Background: an optimization exercise with open tools, aiming at small area, a short achievable clock period and few clock cycles per item. Do not read the settings as production practice.
In this exercise RTL edits were held to simulation tests only and were not proved equivalent to the original.
Power is estimated from default activity; no workload was simulated.

Design elliptic_roi_crop_mask, start of the top module:
module elliptic_roi_crop_mask #(
  parameter int MAX_DIM = MAX_DIM_DEFAULT
) (
  input  logic                     clk,
  input  logic                     rst,
  input  logic                     cfg_write,
  input  logic [CFG_IDX_BITS-1:0]  cfg_index,
  input  logic [CFG_DATA_BITS-1:0] cfg_data,
  input  logic                     in_valid,
  output logic                     in_ready,
  input  logic [PIXEL_BITS-1:0]    in_pixel,
  input  logic                     in_sof,
  output logic                     out_valid,
  input  logic                     out_ready,
  output logic [PIXEL_BITS-1:0]    out_masked_pixel,
  output logic                     out_inside_ellipse,
  output logic [POS_BITS-1:0]      out_crop_col,
  output logic [POS_BITS-1:0]      out_crop_row,
  output logic                     out_last_of_crop
);
Settings: LEC_CHECK=0, CAP_MARGIN=30, CORE_MARGIN=2, CORE_UTILIZATION=40, CTS_BUF_LIST=sky130_fd_sc_hd__clkbuf_8, SLEW_MARGIN=30, TNS_END_PERCENT=0; clock period 11.0 ns.
standard.sh (not shown) runs the stock make flow with config.mk's settings and CLKGATE_MAP_FILE= SYNTH_SCRIPT=/design/flow/synth_recipe.tcl, a recipe that flattens the netlist after the stock synthesis.
==> flow/flow/run.sh <==
#!/bin/bash
set -uo pipefail
ADDER_MAP_FILE= bash standard.sh synth > synth.log 2>&1 || exit 1
export SETUP_SLACK_MARGIN=6.2
export BUFFER_PORTS_ARGS="-buffer_cell sky130_fd_sc_hd__buf_2"
bash standard.sh > layout.log 2>&1 || exit 1
The baseline completed without violations.
Testbench counts at the start, summed over its fixed seeds: cycles 22,200, items 21,528.
Change:
CTS_BUF_LIST = not set   (was sky130_fd_sc_hd__clkbuf_8)
Outcome: Total power is higher by 6.0%. Die area stays the same. Cell count shrinks by 1.2%.
Change:
==> flow/flow/run.sh (replaced) <==
#!/bin/bash
set -uo pipefail
ADDER_MAP_FILE= bash standard.sh synth > synth.log 2>&1 || exit 1
export SETUP_SLACK_MARGIN=6.4
export BUFFER_PORTS_ARGS="-buffer_cell sky130_fd_sc_hd__buf_2"
bash standard.sh > layout.log 2>&1 || exit 1
CTS_BUF_LIST = sky130_fd_sc_hd__clkbuf_8   (was not set)
Result: The new run passed the timing, design-rule and antenna checks. Routed wire length increases by 3.3%. Die area stays the same. Non-clock buffer count came out higher by 28. Worst hold slack stays flat. Synthesized cell count does not change.
Change:
CORE_UTILIZATION = 50   (was 40)
The changed run ran to the end with no violations.
Worst setup slack loses 0.12 ns.
Combinational power goes down by about 2%.
Clock-buffer cell count goes up by 2.
Power goes up by 2.2%.
Worst hold slack stays flat.
Non-clock buffer count goes down by 16.
Cell area goes down by 1.5%.
Synthesized cell count does not change.
Fmax goes down by 2.6%.
Die area goes down by 20%.

* * *

elliptic_roi_crop_mask, a different RTL version from the one above (not shown whole).
Size in the first run: roughly 4,300 cells after synthesis, roughly 530 flip-flops, ~66 I/O pins, roughly 39,000 um^2 of cells after synthesis.
Settings: LEC_CHECK=0, CAP_MARGIN=20, CORE_MARGIN=2, CORE_UTILIZATION=40, SLEW_MARGIN=20; clock period 11.0 ns.
==> flow/flow/run.sh <==
#!/bin/bash
set -uo pipefail
export SETUP_SLACK_MARGIN=6.5
bash standard.sh synth > synth.log 2>&1 || exit 1
bash standard.sh > layout.log 2>&1 || exit 1
The starting point completed with no timing, DRC or antenna violations.
Testbench counts at the start, summed over its fixed seeds: cycles 21,987, items 21,528.
Next try:
--- a/flow/flow/run.sh
+++ b/flow/flow/run.sh
@@ -3 +3 @@
-export SETUP_SLACK_MARGIN=6.5
+export SETUP_SLACK_MARGIN=7.5
Effect:
- The new run finished but failed the layout checks on max-capacitance violations, max-slew violations
- cell area is higher by 7.2%
- clock skew is lower by 0.0038 ns
- via count is higher by 4.6%
- setup slack gets better by 0.059 ns
- sequential share of layout area is lower by 2.0 points

* * *

Starting RTL as in the previous note.
// elliptic_roi_crop_mask
module elliptic_roi_crop_mask #(
  parameter int MAX_DIM = MAX_DIM_DEFAULT
) (
  input  logic                     clk,
  input  logic                     rst,
  input  logic                     cfg_write,
  input  logic [CFG_IDX_BITS-1:0]  cfg_index,
  input  logic [CFG_DATA_BITS-1:0] cfg_data,
  input  logic                     in_valid,
  output logic                     in_ready,
  input  logic [PIXEL_BITS-1:0]    in_pixel,
  input  logic                     in_sof,
  output logic                     out_valid,
  input  logic                     out_ready,
  output logic [PIXEL_BITS-1:0]    out_masked_pixel,
  output logic                     out_inside_ellipse,
  output logic [POS_BITS-1:0]      out_crop_col,
  output logic [POS_BITS-1:0]      out_crop_row,
  output logic                     out_last_of_crop
);
  localparam logic [12:0] MAX_DIM_V = 13'(MAX_DIM);
  logic [12:0] W, H;
  logic [11:0] cx, cy, rx, ry;
  wire  [12:0] dim_eff = (cfg_data == 13'd0) ? 13'd1 : (cfg_data > MAX_DIM_V) ? MAX_DIM_V : cfg_data;
  wire  [11:0] rad_eff = (cfg_data[11:0] == 12'd0) ? 12'd1 : cfg_data[11:0];
  always_ff @(posedge clk) begin
    if (rst) begin
  ...
Settings: LEC_CHECK=0, CAP_MARGIN=20, CORE_MARGIN=2, CORE_UTILIZATION=40, SETUP_SLACK_MARGIN=5, SLEW_MARGIN=20; clock period 11.0 ns.
run.sh (not shown) runs the stock make flow with config.mk's settings and CLKGATE_MAP_FILE= SYNTH_SCRIPT=/design/flow/synth_recipe.tcl, a recipe that flattens the netlist after the stock synthesis.
Stock flow here: none of the scripts above is used.
The first run finished clean.
Testbench counts at the start, summed over its fixed seeds: cycles 21,987, items 21,528.
Edit:
Settings changed: ABC_CLOCK_PERIOD_IN_PS from default to 4000.
After rerunning:
- The changed run completed with no timing, DRC or antenna violations
- total power stays the same
- global-route usage does not change
- via count does not change
- setup slack is unchanged
- first-iteration DRC count is unchanged
- synthesized area does not change
- non-clock buffer count does not change
- routed wire length stays the same
- hold slack stays the same
- clock-buffer cell count does not change
- die area stays the same

* * *

T:
Another version of the RTL of elliptic_roi_crop_mask (not shown whole).
Size: roughly 3800 cells after synthesis, roughly 500 flip-flops, roughly 66 I/O pins.
export LEC_CHECK = 0
export CAP_MARGIN = 30
export CORE_MARGIN = 2
export CORE_UTILIZATION = 40
export SLEW_MARGIN = 30
create_clock -name core_clock -period 11.0 [get_ports {clk}]
standard.sh (not shown) runs the stock make flow with config.mk's settings and CLKGATE_MAP_FILE= SYNTH_SCRIPT=/design/flow/synth_recipe.tcl, a recipe that flattens the netlist after the stock synthesis.
==> flow/flow/run.sh <==
#!/bin/bash
set -uo pipefail
export SETUP_SLACK_MARGIN=6.7
export BUFFER_PORTS_ARGS="-buffer_cell sky130_fd_sc_hd__buf_2"
bash standard.sh synth > synth.log 2>&1 || exit 1
bash standard.sh > layout.log 2>&1 || exit 1
Testbench counts of T, summed over its fixed seeds: cycles 22,949, items 21,528.
Modified inputs, R compared to T
==> flow/flow/run.sh <==
#!/bin/bash
set -uo pipefail
ADDER_MAP_FILE= bash standard.sh synth > synth.log 2>&1 || exit 1
export SETUP_SLACK_MARGIN=6.7
export BUFFER_PORTS_ARGS="-buffer_cell sky130_fd_sc_hd__buf_2"
bash standard.sh > layout.log 2>&1 || exit 1
### Flow results
- Compared with T, R shows a higher via count.
- On initial cell density of the core, T and R are neck and neck.
- T reports its critical path's slowest cell as sky130_fd_sc_hd__or3_4 while R reports sky130_fd_sc_hd__edfxtp_1.
- On final-report hold violation count, R tracks T almost exactly.
- T reports its start point of the critical path as ts[7] while R reports b_f.
- [compare] base=T new=R: setup slack rose by 0.19 ns; instance count on the critical path fell 4.
- Re overall die height: T and R aren't equal, and the lower value belongs to R.

* * *

maple:
elliptic_roi_crop_mask with an RTL version that a note above also has.
For scale: about 4100 cells after synthesis, about 490 flip-flops, ~66 I/O pins.
==> flow/config.mk <==
export PLATFORM = sky130hd
export DESIGN_NAME = elliptic_roi_crop_mask
export DESIGN_NICKNAME = elliptic_roi_crop_mask
export VERILOG_FILES = /design/flow/design.v
export SDC_FILE = /design/flow/constraint.sdc
export NUM_CORES = 4
export LEC_CHECK = 0
export CAP_MARGIN = 30
export CORE_MARGIN = 2
export CORE_UTILIZATION = 40
export CTS_BUF_LIST = sky130_fd_sc_hd__clkbuf_8
export SLEW_MARGIN = 30
==> flow/constraint.sdc <==
create_clock -name core_clock -period 11.0 [get_ports {clk}]
set_input_delay 2.2000 -clock core_clock [delete_from_list [all_inputs] [get_ports {clk}]]
set_output_delay 2.2000 -clock core_clock [all_outputs]
set_load 0.01 [all_outputs]
==> flow/flow/run.sh <==
#!/bin/bash
set -uo pipefail
ADDER_MAP_FILE= bash standard.sh synth > synth.log 2>&1 || exit 1
export SETUP_SLACK_MARGIN=6.2
export BUFFER_PORTS_ARGS="-buffer_cell sky130_fd_sc_hd__buf_2"
bash standard.sh > layout.log 2>&1 || exit 1
Testbench counts of maple, summed over its fixed seeds: cycles 22,200, items 21,528.
Inputs modified between maple and pine:
--- a/flow/flow/run.sh
+++ b/flow/flow/run.sh
@@ -4 +4 @@
-export SETUP_SLACK_MARGIN=6.2
+export SETUP_SLACK_MARGIN=6.6
--- a/flow/config.mk
+++ b/flow/config.mk
@@ -12,0 +13 @@
+export TNS_END_PERCENT = 0
[summary]
pine ran to completion and came out clean on the timing, design-rule and antenna checks.
Largest stage delay on the critical path ends up lower on pine.
[diff] routed wire length, pine relative to maple: regression
Summary of pine over maple: met3 track demand over resource now larger; register-to-register slack has increased.
Going from maple to pine, area growth from synthesis to layout picked up an extra 3.3 points, number of gates on the worst path with buffers counted +4.
pine — wire length on met2 1600 um higher, maple as reference

==> static timing again, ports no longer ideal <==
No port has a modelled driver above. Below, the same layouts with a new extraction and two added sets of constraints.
Step 1: set_driving_cell puts a clkbuf_16 on clk and a buf_2 on each other input, an assumption about the parent block.
Step 2 also shifts input and output timing later by t, the mid clock arrival at the registers, as if the neighbouring blocks saw the same clock.
Slacks: no drivers / after step 1 / after step 2; pairs: no drivers / after step 1.
run	shift t [ns]	slack for setup (ns)	worst hold slack (ns)
the first run of note 1	0.794	6.240 / 6.240 / 5.976	0.420 / 0.420 / 0.420
the second run of note 1	0.701	6.252 / 6.252 / 5.988	0.421 / 0.421 / 0.421
the third run of note 1	0.793	6.420 / 6.420 / 5.967	0.420 / 0.420 / 0.420
the fourth run of note 1	0.756	6.299 / 6.299 / 5.823	0.418 / 0.418 / 0.418
the first run of note 2	0.698	5.953 / 5.953 / 5.939	0.419 / 0.419 / 0.419
the second run of note 2	0.699	6.012 / 6.012 / 6.012	0.425 / 0.425 / 0.425
the first run of note 3	0.702	5.272 / 5.272 / 4.746	0.418 / 0.418 / 0.418
the second run of note 3	0.702	5.272 / 5.272 / 4.746	0.418 / 0.418 / 0.418
T	0.704	6.290 / 6.290 / 6.290	0.413 / 0.413 / 0.413
R	0.720	6.482 / 6.482 / 6.482	0.419 / 0.419 / 0.419
maple	0.792	6.322 / 6.322 / 5.961	0.420 / 0.420 / 0.420
pine	0.794	6.488 / 6.488 / 5.946	0.420 / 0.420 / 0.420
For pine, which loses most, drivers alone change the setup slack by 0.000 ns; drivers and shift together by -0.542 ns.
